Context: an optimization exercise on an open-source flow, tuned for small area and a short achievable clock period. The choices shown serve that exercise and are no tape-out recipe. Only simulation tests tie the RTL to the original design; equivalence was not proved. The clock port is modelled as an ideal driver, which makes a skipped or thinned clock tree look cheaper than it is; a real chip needs a root buffer or a tree. No activity file was given, so power comes from the tool's default toggle rates.

job 101:
Design core_top, start of the top module:
module core_top #(
  parameter int reset_pulse_cycles = 1048576
) (
  input  logic                          clk_74a,
  input  logic                          pll_core_locked,
  input  logic [core_pkg::bridge_w-1:0] bridge_addr,
  input  logic                          bridge_wr,
  input  logic [core_pkg::bridge_w-1:0] bridge_wr_data,
  input  logic [31:0]                   cont1_joy,
  input  logic [core_pkg::bridge_w-1:0] rtc_date,
  input  logic [core_pkg::bridge_w-1:0] rtc_time,
  input  logic [core_pkg::rgb_w-1:0]    rgb_in,
  input  logic                          de_in,
  input  logic                          vs_in,
  input  logic [core_pkg::chan_w-1:0]   snap_index,
  output logic                          core_reset,
  output logic [core_pkg::chan_w-1:0]   stick_x,
  output logic [core_pkg::chan_w-1:0]   stick_y,
  output logic [23:0]                   video_rgb,
  output logic                          video_de,
  output logic [core_pkg::rtc_w-1:0]    rtc_word
);
Size in the first run: about 1100 cells after synthesis.
export LEC_CHECK = 0
export CAP_MARGIN = 20
export CORE_MARGIN = 2
export CORE_UTILIZATION = 40
export SLEW_MARGIN = 20
create_clock -name core_clock -period 18.0 [get_ports {clk_74a}]
standard.sh (not shown) runs the stock make flow with config.mk's settings and CLKGATE_MAP_FILE= SYNTH_SCRIPT=/design/flow/synth_recipe.tcl, a recipe that flattens the netlist after the stock synthesis.
==> flow/flow/run.sh <==
#!/bin/bash
# The standard layout (standard.sh), with these changes to how it is made:
# - the ports get the smallest buffer (buf_1) instead of the delay buffer
#   buffer_ports picks by itself;
# - after synthesis, polar.py removes inverters between adder cells by
#   flipping full adders (a full adder is self-dual), without touching the
#   registers or changing the logic function;
# - after global placement, the gate that makes core_reset gets its own
#   buffer on pll_core_locked (clone_reset_buf.tcl), apart from the reset tree;
# - after clock tree synthesis, its 17-buffer H-tree is replaced by a root
#   buffer and leaf buffers over k-means groups of the registers, as many
#   groups (from 8) as keep the estimated clock-pin slew under 95 ps
#   (post_cts.tcl, manual_cts.tcl);
# - timing repair aims for 10.3 ns of setup slack, well beyond the 18 ns
#   constraint, so that it shortens the critical paths.
# - the constant outputs share the tie cells synthesis made, instead of one
#   tie cell per output (SKIP_REPAIR_TIE_FANOUT).
# The constraints (constraint.sdc) and everything else are the standard flow's.
set -eo pipefail
export BUFFER_PORTS_ARGS="-buffer_cell sky130_fd_sc_hd__buf_1"
export SETUP_SLACK_MARGIN=10.2
export SKIP_REPAIR_TIE_FANOUT=1
export CTS_ARGS="-sink_clustering_enable -repair_clock_nets -buf_list sky130_fd_sc_hd__clkbuf_8 -dont_use_dummy_load"
export POST_CTS_TCL=$PWD/flow/post_cts.tcl
export MCTS_LEAVES=8
export MCTS_SLEW_TARGET=0.095
export MCTS_LEAF=sky130_fd_sc_hd__clkbuf_8
export MCTS_ROOT=sky130_fd_sc_hd__clkbuf_8
RES=$PWD/orfs/results/sky130hd/core_top/base
bash standard.sh $RES/1_2_yosys.v 2>&1 | tee standard_0.log
python3 flow/polar.py $RES/1_2_yosys.v $RES/1_2_yosys.v 2>&1 | tee polar.log
bash standard.sh $RES/3_3_place_gp.odb 2>&1 | tee standard_1.log
CLONE_ODB=$RES/3_3_place_gp.odb openroad -no_init -exit flow/clone_reset_buf.tcl 2>&1 | tee clone.log
bash standard.sh 2>&1 | tee standard_2.log
Other scripts of this flow, unchanged in this note and not shown: flow/flow/clone_reset_buf.tcl, flow/flow/manual_cts.tcl, flow/flow/polar.py, flow/flow/post_cts.tcl
Setup changes, job 101 to job 102
--- a/flow/flow/run.sh
+++ b/flow/flow/run.sh
@@ -21 +21 @@
-export SETUP_SLACK_MARGIN=10.2
+export SETUP_SLACK_MARGIN=10.45
Findings:
Higher share of power burned in registers was reported by job 101, not job 102. Compared with job 101, job 102 shows a total via count in the routed design that is 51 higher. Cell area after layout ended up 1.6% higher on job 102 than on job 101. In the reports for job 101 and job 102, the smaller flip-flop and latch share of the layout cell area belongs to job 102. Job 101 and job 102 ended up with nearly the same worst hold margin. Compared with job 101, in job 102 routed wire length per instance went up by about 0.5%, number of nets in the final layout went up by about 0.7%, core utilization went up by 0.70 points. The peak supply drop in job 102 sits about 1% above the value recorded for job 101. Job 102 vs job 101: clock period minus worst slack down. Job 102 vs job 101, end point of the critical path: rtc_word[14] vs i_color.video_rgb[22]$_DFFE_PN0P_.
### job 102 -> job 103
- SLEW_MARGIN: 20 -> 5
- CAP_MARGIN: 20 -> 5
--- a/flow/flow/run.sh
+++ b/flow/flow/run.sh
@@ -21 +21 @@
-export SETUP_SLACK_MARGIN=10.45
+export SETUP_SLACK_MARGIN=10.3
Results
Of job 103 and job 102, it is job 103 that has the lower number of standard cells in the final layout excluding fillers.
Summary: minimum period implied by the final worst setup slack, job 103 worse than job 102
Going from job 102 to job 103, worst slew slack as a fraction of its limit shrinks by 7.0 points.
Between job 103 and job 102, post-route clock period utilization is higher for job 103, job 102 comes in under that.
[job 103 vs job 102] clock group share of total power: higher in job 103
[compare] base=job 102 new=job 103: number of global-route vias before repair closely matched the old numbers, number of endpoints failing setup at the final stage closely matched the old numbers, final hold slack closely matched the old numbers, fmax decreased by 0.52% relative to the old numbers.
| total non-filler cell area in the finished layout | job 103 vs job 102 | better |
Between job 103 and job 102, the difference in setup clock skew after layout is negligible.
In every run of this note, the design's own scripts or RTL, not TritonCTS, make the clock network.

* * *

fjord:
core_top, a different RTL version from the one above (not shown whole).
For scale: roughly 990 cells after synthesis, roughly 300 I/O pins.
clock: 18.0 ns
lec_check: 0
cap_margin: 20
core_margin: 2
core_utilization: 40
gpl_timing_driven: 0
slew_margin: 20
==> flow/flow/run.sh <==
#!/bin/bash
# The standard layout (standard.sh), with these changes to how it is made:
# - the ports get the smallest buffer (buf_1) instead of the delay buffer
#   buffer_ports picks by itself;
# - after synthesis, polar.py removes inverters between adder cells by
#   flipping full adders (a full adder is self-dual), without touching the
#   registers or changing the logic function;
# - after global placement, the gate that makes core_reset gets its own
#   buffer on pll_core_locked (clone_reset_buf.tcl), apart from the reset tree;
# - after clock tree synthesis, its 17-buffer H-tree is replaced by a root
#   buffer and leaf buffers over equal-size k-means groups of the registers, as many
#   groups (from 8) as keep the estimated clock-pin slew under 95 ps
#   (post_cts.tcl, manual_cts.tcl);
# - timing repair aims for 10.3 ns of setup slack, well beyond the 18 ns
#   constraint, so that it shortens the critical paths.
# - the constant outputs share the tie cells synthesis made, instead of one
#   tie cell per output (SKIP_REPAIR_TIE_FANOUT).
# The constraints (constraint.sdc) and everything else are the standard flow's.
set -eo pipefail
export BUFFER_PORTS_ARGS="-buffer_cell sky130_fd_sc_hd__buf_1"
export SETUP_SLACK_MARGIN=10.3
export SKIP_REPAIR_TIE_FANOUT=1
export CTS_ARGS="-sink_clustering_enable -repair_clock_nets -buf_list sky130_fd_sc_hd__clkbuf_8 -dont_use_dummy_load"
export POST_CTS_TCL=$PWD/flow/post_cts.tcl
export MCTS_LEAVES=8
export MCTS_SLEW_TARGET=0.095
export MCTS_LEAF=sky130_fd_sc_hd__clkbuf_8
export MCTS_ROOT=sky130_fd_sc_hd__clkbuf_8
RES=$PWD/orfs/results/sky130hd/core_top/base
bash standard.sh $RES/1_2_yosys.v 2>&1 | tee standard_0.log
python3 flow/polar.py $RES/1_2_yosys.v $RES/1_2_yosys.v 2>&1 | tee polar.log
bash standard.sh $RES/3_3_place_gp.odb 2>&1 | tee standard_1.log
CLONE_ODB=$RES/3_3_place_gp.odb openroad -no_init -exit flow/clone_reset_buf.tcl 2>&1 | tee clone.log
bash standard.sh 2>&1 | tee standard_2.log
Other scripts of this flow, unchanged in this note and not shown: flow/flow/clone_reset_buf.tcl, flow/flow/manual_cts.tcl, flow/flow/polar.py, flow/flow/post_cts.tcl
fjord: PASS, flow complete, no timing, DRC or antenna violations
Setup changes, fjord to ember
# fjord
export LEC_CHECK = 0
export CAP_MARGIN = 20
export CORE_MARGIN = 2
export CORE_UTILIZATION = 40
export GPL_TIMING_DRIVEN = 0
export SLEW_MARGIN = 20
create_clock -name core_clock -period 18.0 [get_ports {clk_74a}]
# ember
export LEC_CHECK = 0
export CAP_MARGIN = 20
export CORE_MARGIN = 2
export CORE_UTILIZATION = 40
export SLEW_MARGIN = 20
export TNS_END_PERCENT = 0
create_clock -name core_clock -period 18.0 [get_ports {clk_74a}]
Summary of ember over fjord: total number of vias dropped 609; total power consumption of the routed design decreased 43 uW. Between ember and fjord, the largest incremental delay on the critical path does not differ in any meaningful way. Cell depth of the worst setup path came out lower on ember than on fjord.
Input changes introduced in pepper (baseline for comparison: ember):
# ember
export LEC_CHECK = 0
export CAP_MARGIN = 20
export CORE_MARGIN = 2
export CORE_UTILIZATION = 40
export SLEW_MARGIN = 20
export TNS_END_PERCENT = 0
create_clock -name core_clock -period 18.0 [get_ports {clk_74a}]
# pepper
export LEC_CHECK = 0
export CAP_MARGIN = 20
export CORE_MARGIN = 2
export CORE_UTILIZATION = 40
export SLEW_MARGIN = 20
create_clock -name core_clock -period 18.0 [get_ports {clk_74a}]
--- a/flow/flow/run.sh
+++ b/flow/flow/run.sh
@@ -20,3 +20,3 @@
 export BUFFER_PORTS_ARGS="-buffer_cell sky130_fd_sc_hd__buf_1"
-export SETUP_SLACK_MARGIN=10.3
+export SETUP_SLACK_MARGIN=10.5
 export SKIP_REPAIR_TIE_FANOUT=1
## What came out
- pepper ended with every stage complete and zero timing, DRC or antenna violations.
- In the reports for pepper and ember, the smaller proportion of cell area occupied by multi-input gates belongs to pepper.
- Relative to ember, the sequential share of layout area of pepper is lower by 1.2 points.
- The clock skew was comparable across pepper and ember.
- Relative to ember, via count increased by 225 in pepper.
- Diff pepper..ember | number of logic inverters in the finished layout | unchanged
- Power share of the sequential group: pepper and ember compared, higher one is ember
- Re clock power share: pepper and ember aren't equal, and the lower value belongs to pepper.
- The final cycle utilization of the critical path reported for pepper is smaller than that of ember by 0.56 points.
Here is what was changed in the inputs of juniper compared with pepper.
# pepper
export LEC_CHECK = 0
export CAP_MARGIN = 20
export CORE_MARGIN = 2
export CORE_UTILIZATION = 40
export SLEW_MARGIN = 20
create_clock -name core_clock -period 18.0 [get_ports {clk_74a}]
# juniper
export LEC_CHECK = 0
export CAP_MARGIN = 20
export CORE_MARGIN = 2
export CORE_UTILIZATION = 55
export PLACE_DENSITY = 0.8
export SLEW_MARGIN = 20
create_clock -name core_clock -period 18.0 [get_ports {clk_74a}]
--- a/flow/flow/run.sh
+++ b/flow/flow/run.sh
@@ -20,3 +20,3 @@
 export BUFFER_PORTS_ARGS="-buffer_cell sky130_fd_sc_hd__buf_1"
-export SETUP_SLACK_MARGIN=10.5
+export SETUP_SLACK_MARGIN=10.3
 export SKIP_REPAIR_TIE_FANOUT=1
## What came out
- Summary of juniper over pepper: standard cell core area shrank by 0.0062 mm2, first-pass GRT wire length shrank by about 5%.
- Between pepper and juniper, the flip-flop and latch power figures differ only marginally.
- juniper: synthesis-to-layout area growth 4.6 points below pepper
- Finished layout cell area | juniper below pepper
- rgb_in[17] as the launching element of the worst setup path was reported by juniper, and rgb_in[21] by pepper.
No run of this note takes its clock network from TritonCTS; it comes from the design's own scripts or RTL.

* * *

core_top with an RTL version that a note above also has.
Size in the first run: roughly 1100 cells after synthesis, ~300 I/O pins, roughly 0.0098 mm^2 of cells after synthesis.
Settings: LEC_CHECK=0, CAP_MARGIN=20, CORE_MARGIN=2, CORE_UTILIZATION=40, SLEW_MARGIN=20; clock period 18.0 ns.
==> flow/flow/run.sh <==
#!/bin/bash
# The standard layout (standard.sh), with these changes to how it is made:
# - the ports get the smallest buffer (buf_1) instead of the delay buffer
#   buffer_ports picks by itself;
# - after synthesis, polar.py removes inverters between adder cells by
#   flipping full adders (a full adder is self-dual), without touching the
#   registers or changing the logic function;
# - after global placement, the gate that makes core_reset gets its own
#   buffer on pll_core_locked (clone_reset_buf.tcl), apart from the reset tree;
# - after clock tree synthesis, its 17-buffer H-tree is replaced by a root
#   buffer and leaf buffers over k-means groups of the registers, as many
#   groups (from 8) as keep the estimated clock-pin slew under 95 ps
#   (post_cts.tcl, manual_cts.tcl);
# - timing repair aims for 10.3 ns of setup slack, well beyond the 18 ns
#   constraint, so that it shortens the critical paths.
# - the constant outputs share the tie cells synthesis made, instead of one
#   tie cell per output (SKIP_REPAIR_TIE_FANOUT).
# The constraints (constraint.sdc) and everything else are the standard flow's.
set -eo pipefail
export BUFFER_PORTS_ARGS="-buffer_cell sky130_fd_sc_hd__buf_1"
export SETUP_SLACK_MARGIN=10.3
export SKIP_REPAIR_TIE_FANOUT=1
export CTS_ARGS="-sink_clustering_enable -repair_clock_nets -buf_list sky130_fd_sc_hd__clkbuf_8 -dont_use_dummy_load"
export POST_CTS_TCL=$PWD/flow/post_cts.tcl
export MCTS_LEAVES=8
export MCTS_SLEW_TARGET=0.095
export MCTS_LEAF=sky130_fd_sc_hd__clkbuf_8
export MCTS_ROOT=sky130_fd_sc_hd__clkbuf_8
RES=$PWD/orfs/results/sky130hd/core_top/base
bash standard.sh $RES/1_2_yosys.v 2>&1 | tee standard_0.log
python3 flow/polar.py $RES/1_2_yosys.v $RES/1_2_yosys.v 2>&1 | tee polar.log
bash standard.sh $RES/3_3_place_gp.odb 2>&1 | tee standard_1.log
CLONE_ODB=$RES/3_3_place_gp.odb openroad -no_init -exit flow/clone_reset_buf.tcl 2>&1 | tee clone.log
bash standard.sh 2>&1 | tee standard_2.log
Other scripts of this flow, unchanged in this note and not shown: flow/flow/clone_reset_buf.tcl, flow/flow/manual_cts.tcl, flow/flow/polar.py, flow/flow/post_cts.tcl
Then changed:
--- a/flow/flow/run.sh
+++ b/flow/flow/run.sh
@@ -15,4 +15,2 @@
 #   constraint, so that it shortens the critical paths.
-# - the constant outputs share the tie cells synthesis made, instead of one
-#   tie cell per output (SKIP_REPAIR_TIE_FANOUT).
 # The constraints (constraint.sdc) and everything else are the standard flow's.
@@ -21,3 +19,2 @@
 export SETUP_SLACK_MARGIN=10.3
-export SKIP_REPAIR_TIE_FANOUT=1
 export CTS_ARGS="-sink_clustering_enable -repair_clock_nets -buf_list sky130_fd_sc_hd__clkbuf_8 -dont_use_dummy_load"
The new run completed without violations. Synthesized cell count stays the same. Routed wire length goes down by about 1.4%. Global-route usage goes down by 0.35 points. First-iteration DRC count goes down by 9.6%. Utilization goes up by 0.17 points. Worst setup slack improves by 0.016 ns. Fmax is about the same. Total power goes up by about 1.1%.
Then changed:
--- a/flow/flow/run.sh
+++ b/flow/flow/run.sh
@@ -15,2 +15,4 @@
 #   constraint, so that it shortens the critical paths.
+# - the constant outputs share the tie cells synthesis made, instead of one
+#   tie cell per output (SKIP_REPAIR_TIE_FANOUT).
 # The constraints (constraint.sdc) and everything else are the standard flow's.
@@ -19,2 +21,3 @@
 export SETUP_SLACK_MARGIN=10.3
+export SKIP_REPAIR_TIE_FANOUT=1
 export CTS_ARGS="-sink_clustering_enable -repair_clock_nets -buf_list sky130_fd_sc_hd__clkbuf_8 -dont_use_dummy_load"
--- a/flow/config.mk
+++ b/flow/config.mk
@@ -9,3 +9,4 @@
 export CORE_MARGIN = 2
-export CORE_UTILIZATION = 40
+export CORE_UTILIZATION = 65
+export PLACE_DENSITY = 0.75
 export SLEW_MARGIN = 20
Wire length went down by 3.1%.
Design area went down by about 2%.
Clock skew came out higher by 0.0081 ns.
Global-route usage is higher by 9.9 points.
Power came out lower by 0.89%.
Hold slack improves by 0.0083 ns.
In every run of this note, the design's own scripts or RTL, not TritonCTS, make the clock network.

* * *

## v6
Another version of the RTL of core_top (not shown whole).
Size in the first run: about 300 I/O pins, roughly 0.011 mm^2 of cells after synthesis.
==> flow/design.v (excerpt) <==
module core_top #(
  parameter int reset_pulse_cycles = 1048576
) (
  input  logic                          clk_74a,
  input  logic                          pll_core_locked,
  input  logic [core_pkg::bridge_w-1:0] bridge_addr,
  input  logic                          bridge_wr,
  input  logic [core_pkg::bridge_w-1:0] bridge_wr_data,
  input  logic [31:0]                   cont1_joy,
  input  logic [core_pkg::bridge_w-1:0] rtc_date,
  input  logic [core_pkg::bridge_w-1:0] rtc_time,
  input  logic [core_pkg::rgb_w-1:0]    rgb_in,
  input  logic                          de_in,
  input  logic                          vs_in,
  input  logic [core_pkg::chan_w-1:0]   snap_index,
  output logic                          core_reset,
  output logic [core_pkg::chan_w-1:0]   stick_x,
  output logic [core_pkg::chan_w-1:0]   stick_y,
  output logic [23:0]                   video_rgb,
  output logic                          video_de,
  output logic [core_pkg::rtc_w-1:0]    rtc_word
);
export LEC_CHECK = 0
export CAP_MARGIN = 20
export CORE_MARGIN = 2
export CORE_UTILIZATION = 40
export SLEW_MARGIN = 20
create_clock -name core_clock -period 18.0 [get_ports {clk_74a}]
==> flow/flow/run.sh <==
#!/bin/bash
# The standard layout (standard.sh), with these changes to how it is made:
# - the ports get the smallest buffer (buf_1) instead of the delay buffer
#   buffer_ports picks by itself;
# - after global placement, the gate that makes core_reset gets its own
#   buffer on pll_core_locked (clone_reset_buf.tcl), apart from the reset tree;
# - timing repair aims for 10 ns of setup slack, well beyond the 18 ns
#   constraint, so that it shortens the critical paths;
# - clock tree synthesis uses clkbuf_8 and no dummy loads.
# The constraints (constraint.sdc) and everything else are the standard flow's.
set -eo pipefail
export BUFFER_PORTS_ARGS="-buffer_cell sky130_fd_sc_hd__buf_1"
export SETUP_SLACK_MARGIN=10.3
export CTS_ARGS="-sink_clustering_enable -repair_clock_nets -buf_list sky130_fd_sc_hd__clkbuf_8 -dont_use_dummy_load"
RES=$PWD/orfs/results/sky130hd/core_top/base
bash standard.sh $RES/3_3_place_gp.odb 2>&1 | tee standard_1.log
CLONE_ODB=$RES/3_3_place_gp.odb openroad -no_init -exit flow/clone_reset_buf.tcl 2>&1 | tee clone.log
bash standard.sh 2>&1 | tee standard_2.log
Other scripts of this flow, unchanged in this note and not shown: flow/flow/clone_reset_buf.tcl
v6 finished every step from synthesis to the final layout, and the layout passed the timing, design-rule and antenna checks.
The following lists how v7 was set up differently from v6:
-- flow/flow/run.sh --
<<< v6, line 12
export BUFFER_PORTS_ARGS="-buffer_cell sky130_fd_sc_hd__buf_1"
export SETUP_SLACK_MARGIN=10.3
export CTS_ARGS="-sink_clustering_enable -repair_clock_nets -buf_list sky130_fd_sc_hd__clkbuf_8 -dont_use_dummy_load"
>>> v7, line 12
export BUFFER_PORTS_ARGS="-buffer_cell sky130_fd_sc_hd__buf_1"
export SETUP_SLACK_MARGIN=10.5
export CTS_ARGS="-sink_clustering_enable -repair_clock_nets -buf_list sky130_fd_sc_hd__clkbuf_8 -dont_use_dummy_load"
[summary]
- The flow did not stop early for v7: all stages ran, and the layout cleared the timing, design-rule and antenna checks.
- Setup slack: v7 > v6
- Diff v6..v7 | layout inverter count without the clock tree | unchanged
- Any difference in total CTS buffers between v7 and v6 is small enough to ignore.
- Of v6 and v7, v7 shows the higher growth of design area from synthesis to finish, with v6 below it.
- Met3 track utilization from global routing delta for v7 relative to v6: 0.48 points lower
- Summary of v7 over v6: data arrival time of the critical path saw a decrease, power per standard cell area went down 0.71 mW/mm^2.
- From v6 to v7 the numbers moved as follows: power rose by about 0.7%; via count normalized by instance count now sits higher.
- v6 -> v7: core outline area delta 0, exact match

## what the ideal ports hide
The flow's constraints put no driver on any port. The routed layouts listed below were extracted and timed again, unchanged, in two steps. Step 1 assumes that a clkbuf_16 drives the clock port and a buf_2 every other input. Step 2, shift: input delay + t, output delay - t, t = (earliest + latest rising clock arrival at the registers) / 2. This alone moves slack from input paths to output paths. a / b / c = no drivers / after step 1 / after step 2; a / b = the first two.
run | t (ns) | slack for setup (ns) | worst setup path at the end | clock arrival spread, ns | worst data-port slew with drivers (ns)
job 101 | 0.468 | 10.405 / 10.420 / 9.965 | input to register | 0.035 / 0.035 | 0.12
job 102 | 0.467 | 10.486 / 10.429 / 10.092 | input to register | 0.034 / 0.034 | 0.12
job 103 | 0.467 | 10.446 / 10.423 / 10.007 | input to register | 0.034 / 0.034 | 0.13
fjord | 0.418 | 10.128 / 10.119 / 9.700 | input to register | 0.008 / 0.007 | 0.09
ember | 0.426 | 10.303 / 10.312 / 9.886 | input to register | 0.012 / 0.013 | 0.08
pepper | 0.415 | 10.404 / 10.389 / 9.973 | input to register | 0.010 / 0.009 | 0.10
juniper | 0.431 | 10.364 / 10.373 / 9.942 | input to register | 0.014 / 0.014 | 0.08
the first run of note 3 | 0.467 | 10.448 / 10.423 / 10.009 | input to register | 0.033 / 0.034 | 0.13
the second run of note 3 | 0.466 | 10.465 / 10.430 / 10.040 | input to register | 0.017 / 0.017 | 0.11
the third run of note 3 | 0.463 | 10.452 / 10.428 / 9.989 | input to register | 0.032 / 0.032 | 0.11
v6 | 0.448 | 10.445 / 10.419 / 10.056 | input to register | 0.037 / 0.036 | 0.07
v7 | 0.449 | 10.514 / 10.456 / 10.241 | input to register | 0.037 / 0.036 | 0.08
After both steps setup and hold are still met in every run listed. The setup slack of the third run of note 3, which loses most, moves by -0.024 ns with the drivers and by -0.463 ns with both steps.
